Background: an optimization exercise with open tools, aiming at small area. Do not read the settings as production practice.
In this exercise RTL edits were held to simulation tests only and were not proved equivalent to the original.
Power figures rest on the tool's default switching activity, not on a simulated workload.

===== flow/config.mk =====
export PLATFORM = sky130hd
export DESIGN_NAME = dmem_responder
export DESIGN_NICKNAME = dmem_responder
export VERILOG_FILES = /design/flow/design.v
export SDC_FILE = /design/flow/constraint.sdc
export NUM_CORES = 4
export LEC_CHECK = 0
export CAP_MARGIN = 20
export CORE_MARGIN = 2
export CORE_UTILIZATION = 35
export PLACE_DENSITY = 0.45
export SLEW_MARGIN = 20

===== flow/constraint.sdc =====
create_clock -name core_clock -period 10.0 [get_ports {clock}]
set_input_delay 2.0000 -clock core_clock [delete_from_list [all_inputs] [get_ports {clock}]]
set_output_delay 2.0000 -clock core_clock [all_outputs]
set_load 0.01 [all_outputs]

===== flow/design.v =====
module dmem_responder #(
   parameter int          DEPTH = 64,
   parameter int          AW    = 6,
   parameter logic [31:0] BASE  = 32'h0000_0000
) (
   input  logic        clock,
   input  logic        reset,
   input  logic        dmemwena,
   input  logic        dmemrena,
   input  logic [31:0] aluout,
   input  logic [31:0] dmemdata,
   input  logic [1:0]  wbh,
   input  logic        wbh_fh,
   input  logic        err_clr,
   output logic [31:0] dmemout,
   output logic        err,
   output logic [31:0] err_addr,
   output logic [1:0]  err_code,
   output logic [15:0] st_count
);
   localparam logic [31:0] SPAN = 32'(DEPTH * 4);
   localparam logic [1:0] SZ_WORD = 2'b00;
   localparam logic [1:0] SZ_HALF = 2'b01;
   localparam logic [1:0] SZ_BYTE = 2'b10;
   localparam logic [1:0] SZ_RSVD = 2'b11;
   localparam logic [1:0] FLT_NONE  = 2'b00;
   localparam logic [1:0] FLT_ALIGN = 2'b01;
   localparam logic [1:0] FLT_RANGE = 2'b10;
   localparam logic [1:0] FLT_SIZE  = 2'b11;
   function automatic logic [31:0] ext_half(input logic [15:0] h, input logic sx);
      ext_half = {{16{sx & h[15]}}, h};
   endfunction
   function automatic logic [31:0] ext_byte(input logic [7:0] b, input logic sx);
      ext_byte = {{24{sx & b[7]}}, b};
   endfunction
   function automatic logic [15:0] sat_inc(input logic [15:0] c);
      sat_inc = (c == 16'hFFFF) ? c : c + 16'd1;
   endfunction
   logic [31:0] mem [DEPTH];
   logic [31:0] off;
   logic        in_range;
   logic [AW-1:0] idx;
   logic [1:0]  lane;
   logic        misaligned;
   logic [1:0]  fault;
   logic [31:0] word_rd;
   logic [15:0] half_sel;
   logic [7:0]  byte_sel;
   logic [31:0] load_data;
   logic [3:0]  lane_mask;
   logic [31:0] wdata;
   logic        commit;
   logic        capture;
   logic        err_flag;
   logic [31:0] err_addr_reg;
   logic [1:0]  err_code_reg;
   logic [15:0] st_count_reg;
   always_comb begin
      off        = aluout - BASE;
      in_range   = (off < SPAN);
      idx        = off[AW+1:2];
      lane       = aluout[1:0];
      misaligned = ((wbh == SZ_WORD) && (lane != 2'b00)) ||
                   ((wbh == SZ_HALF) && lane[0]);
      if (wbh == SZ_RSVD)
         fault = FLT_SIZE;
      else if (!in_range)
         fault = FLT_RANGE;
      else if (misaligned)
         fault = FLT_ALIGN;
      else
         fault = FLT_NONE;
   end
   always_comb begin
      word_rd   = mem[idx];
      half_sel  = lane[1] ? word_rd[31:16] : word_rd[15:0];
      byte_sel  = word_rd[8*lane +: 8];
      load_data = 32'h0;
      if (fault == FLT_NONE) begin
         case (wbh)
            SZ_WORD: load_data = word_rd;
            SZ_HALF: load_data = ext_half(half_sel, wbh_fh);
            SZ_BYTE: load_data = ext_byte(byte_sel, wbh_fh);
            default: load_data = 32'h0;
         endcase
      end
   end
   always_comb begin
      case (wbh)
         SZ_WORD: begin
            lane_mask = 4'b1111;
            wdata     = dmemdata;
         end
         SZ_HALF: begin
            lane_mask = lane[1] ? 4'b1100 : 4'b0011;
            wdata     = {2{dmemdata[15:0]}};
         end
         SZ_BYTE: begin
            lane_mask = 4'b0001 << lane;
            wdata     = {4{dmemdata[7:0]}};
         end
         default: begin
            lane_mask = 4'b0000;
            wdata     = 32'h0;
         end
      endcase
      commit  = dmemwena && (fault == FLT_NONE);
      capture = (dmemwena || dmemrena) && (fault != FLT_NONE) &&
                (!err_flag || err_clr);
   end
   always_ff @(posedge clock or posedge reset) begin
      if (reset) begin
         for (int w = 0; w < DEPTH; w++)
            mem[w] <= 32'h0;
      end else if (commit) begin
         for (int b = 0; b < 4; b++)
            if (lane_mask[b])
               mem[idx][8*b +: 8] <= wdata[8*b +: 8];
      end
   end
   always_ff @(posedge clock or posedge reset) begin
      if (reset) begin
         st_count_reg <= 16'h0;
         err_flag     <= 1'b0;
         err_addr_reg <= 32'h0;
         err_code_reg <= 2'b00;
      end else begin
         if (commit)
            st_count_reg <= sat_inc(st_count_reg);
         if (capture) begin
            err_flag     <= 1'b1;
            err_addr_reg <= aluout;
            err_code_reg <= fault;
         end else if (err_clr) begin
            err_flag     <= 1'b0;
            err_addr_reg <= 32'h0;
            err_code_reg <= 2'b00;
         end
      end
   end
   assign dmemout  = load_data;
   assign err      = err_flag;
   assign err_addr = err_addr_reg;
   assign err_code = err_code_reg;
   assign st_count = st_count_reg;
endmodule

===== flow/run.sh =====
#!/bin/bash
# synth_recipe.tcl (not shown) runs the flow's synth.tcl, then flattens the netlist and writes it again
# the make line also repeats each setting of config.mk as NAME=value (left out here)
make -C /OpenROAD-flow-scripts/flow DESIGN_CONFIG=/design/flow/config.mk WORK_HOME=/design/flow/orfs CLKGATE_MAP_FILE= SYNTH_SCRIPT=/design/flow/synth_recipe.tcl finish

==> run notes <==
[layout by cell type, fill, tap and decap left out, types with 48 or more instances in the layout]
cell             count
clkbuf_1            53
a21oi_1           1560
and3_1             139
nand2_1            816
clkdlybuf4s50_1    147
nor2_4              48
a22oi_1            746
nand3_1            270
dfrtp_1           2099
buf_4              405
clkbuf_16          237
clkbuf_8            64
nor2_1            1747
nand4_1            188
o21ai_0            557
[how the worst max path moves through the flow]
stage | from | end | slack, ps | depth (start not counted)
finish | aluout[3] | dmemout[3] | 530 | 13
CTS | aluout[3] | dmemout[3] | 690 | 13
global placement | aluout[3] | dmemout[3] | 690 | 13
global route | aluout[7] | dmemout[3] | 630 | 12
floorplan | reset | err_addr_reg[0]$_DFFE_PP0P_ | -21150 | 1
detailed placement | aluout[3] | dmemout[3] | 710 | 13
[stage by stage]
| step | cell area [um^2] | std cells | power [mW] |
|---|---|---|---|
| 2_1_floorplan | 89100 | 9447 | 9.13 |
| 6_report | 104000 | 13100 | 18.5 |
| 3_5_place_dp | 96000 | 12600 | 9.53 |
| 3_3_place_gp | 95900 | 12600 | 9.53 |
| 4_1_cts | 104000 | 13100 | 18.5 |
| 5_1_grt | 104000 | 13100 | 18.9 |
[routing by layer]
layer,vias up,track usage,part of all wire
met3,1182,0.105,0.10
met5,-,0.00333,0.00054
met1,40700,0.486,0.40
met2,4623,0.531,0.43
li1,33300,-,-
met4,26,0.211,0.068
[critical path, stage by stage]
cell and delay [ps]:
buf_2 620, nand2b_1 560, buf_4 360, nor2_4 710, buf_4 480, a22oi_1 220, nand4_1 200, or4_1 400
o22ai_1 380, buf_4 280, mux2_2 260, o22ai_1 270, clkdlybuf4s50_1 610
[power groups by stage]
stage	logic [mW]	registers, mW	clock network (mW)
final	0.877	8.51	9.08
after global routing	0.908	8.51	9.48
after CTS	0.860	8.51	9.15
after detailed placement	0.858	8.67	0
after global placement	0.858	8.67	0
after floorplan	0.411	8.72	0
[final cells by class]
cell class	instances	area, um^2	area share
inverters	7	30.0	0.000288
clock buffers	354	7010	0.0673
well taps	3366	4210	0.0405
clock inverters	78	996	0.00957
diodes	18	45.0	0.000433
multi-input cells	6564	34100	0.328
repair buffers	588	5140	0.0494
flip-flops and latches	2099	52500	0.505
[logic make-up (layout without fill, tap and decap cells)]
| kind of cell | Yosys count | after routing | synth area share |
|---|---|---|---|
| other cells | 0 | 18 | 0 |
| mux | 39 | 39 | 0.00460 |
| compound gates | 3047 | 3047 | 0.200 |
| buf+inv | 784 | 1027 | 0.0377 |
| simple gates | 3461 | 3461 | 0.167 |
| fa+ha+maj | 1 | 1 | 0.000140 |
| flops | 2099 | 2099 | 0.589 |
| xor+xnor | 16 | 16 | 0.00157 |
==> summary.md <==
| Metric | Value |
|---|---|
| Run status | `finished clean` |
| R2R depth | `8` |
| Hold Path Stages | `2` |
| Fill count | `25300` |
| CTS tree | `done` |
| Cell variety after synth | `between 80 and 90` |
| Total Nets Final | `9563` |
| Post-synth top area share | `0.589` |
| Max Clock Freq | `0.106 GHz` |
| Pre-Repair DR Iteration Count | `6` |
| Boundary Pins | `around 160` |
| Hold-fix buffers at CTS | `0` |
| Cells after synthesis | `between 9000 and 10000` |
| Post-synth top area cell | `dfrtp_1` |
| P&R area growth vs syn | `16.8%` |
| Clk Latency, worst-skew pair | `880 ps` |
| Row count | `185` |
| Longest Clk Path Bufs | `3` |
| Rel. slew slack | `0.106` |
| Int Pwr | `14.0 mW` |
| Post-synthesis sequential area ratio | `0.589` |
| Worst-path maximum fanout | `26` |
| #FFs+latches synth | `2099` |
| Total wire length | `between 400 and 500 mm` |
| Max-Cap Viols | `0` |
| Area contributors post-synth | `dfrtp_1 59%, a21oi_1 8.9%, nor2_1 7.6%, a22oi_1 6.4%, nand2_1 3.5%` |
| Starting Density | `0.351` |
| Ratio of cells with drive above 1 in the final layout | `0.106` |
| Syn Nets | `9520` |
| Post-synth ARST share | `1.00` |
| Worst EP arrival | `7470 ps` |
| Global route total overflow | `0` |
| Post-route ant nets | `0` |
| VDD IR-drop max | `roughly 0.00018 V` |
| First-pass GRT wire length | `651 mm` |
| Fin crit period | `9470 ps` |
| H-tree levels | `4` |
| CTS buffer count | `230` |
| Most common cell in the netlist | `dfrtp_1` |
| Final Worst Setup Slack | `534 ps` |
| Sw Share | `0.244` |
| Ys flop type | `dfrtp_1` |
| Worst R2R End | `st_count_reg[10]$_DFFE_PP0P_` |
| GPL Wtd Cong | `between 0.9 and 1` |
| Clock power share | `0.492` |
| Max Slew Vio Count | `0` |
| Area of the die | `259000 um^2` |
| Post-Route Utilization | `0.410` |
| Largest net degree at the start of global routing | `around 170` |
| Post-CTS setup buffers | `0` |
| Combinational power share | `0.047` |
| FF-to-FF Start | `st_count_reg[10]$_DFFE_PP0P_` |
| DRT iter0 DRCs | `approximately 11000` |
| Die X | `509 um` |
| Core ar. | `254000 um^2` |
| Final setup fails | `0` |
| WP data required | `8000 ps` |
| Final setup TNS | `0 ps` |
| Vias per inst | `6.11` |
| Clk slew on worst S/H paths | `60 ps` |
| Pwr/cell area | `177 nW/um^2` |
| Post-CTS sizing | `0` |
| Type of the worst setup path | `in2out` |
| P_sw | `around 4.5 mW` |
| Clock Skews | `26.5 ps` |
| Pleak | `between 40 and 50 nW` |
| Worst-Margin Slew | `1310 ps` |
| Die height | `509 um` |
| Vias in the first global route | `about 74000` |
| Post-detail-place hpwl | `318 mm` |
| Root buffer cell | `clkbuf_16` |
| Crit end category | `output port` |
| Synth warn | `2` |
| Hold Startpoint | `mem[39][0]$_DFFE_PP0P_` |
| EDFF count, synth | `0` |
| Final Cycle Share | `0.947` |
| CP Launch Type | `input pin` |
| Hold Crit Endpoint | `mem[39][0]$_DFFE_PP0P_` |
| Vias | `between 70000 and 80000` |
| Synthesized cell area | `just under 90000 um^2` |
| Hold Vio Cnt, Final | `0` |
| Min-Delay Path Class | `reg2reg` |
| Avg Synthesized Cell Area | `9.44 um^2` |
| Sink Count | `roughly 2100` |
| Port Buffers | `154` |
| Wire per inst | `36.8 um` |
| Sequential share of power | `0.461` |
| WHS | `480 ps` |
| RSZ-0062 raised after global routing | `no` |
| Place WS | `between 700 and 800 ps` |
| Initial antenna violation count | `39` |
| Number of flip-flops in the largest register | `2048` |
| Post-synth top cells | `2099 x dfrtp_1, 1812 x nor2_1, 1577 x a21oi_1, 825 x nand2_1, 754 x a22oi_1` |
| GRT Util Overall | `0.366` |
| Drt drc | `0` |
| R2R setup slack | `7690 ps` |

==> port drivers added, routing unchanged <==
Ports are ideal in the flow. The routed layout listed here was re-timed in OpenROAD. Step 1 sets driving cells, clkbuf_16 on the clock port and buf_2 on the other inputs (assumed; they add their load-dependent delay and slew). Step 2, shift: input delay + t, output delay - t, t = (earliest + latest rising clock arrival at the registers) / 2. This alone moves slack from input paths to output paths. a / b / c = ideal ports / drivers / drivers and shift; a / b = the first two.
shift t [ns]: 0.984
setup slack, ns: 0.534 / 0.385 / 0.385
hold slack, ns: 0.480 / 0.480 / 0.480
clock arrival spread, ns: 0.053 / 0.053
worst data-port slew with drivers (ns): 0.18
After both steps this run still meets setup and hold. For this run, drivers alone change the setup slack by -0.149 ns; drivers and shift together by -0.149 ns.
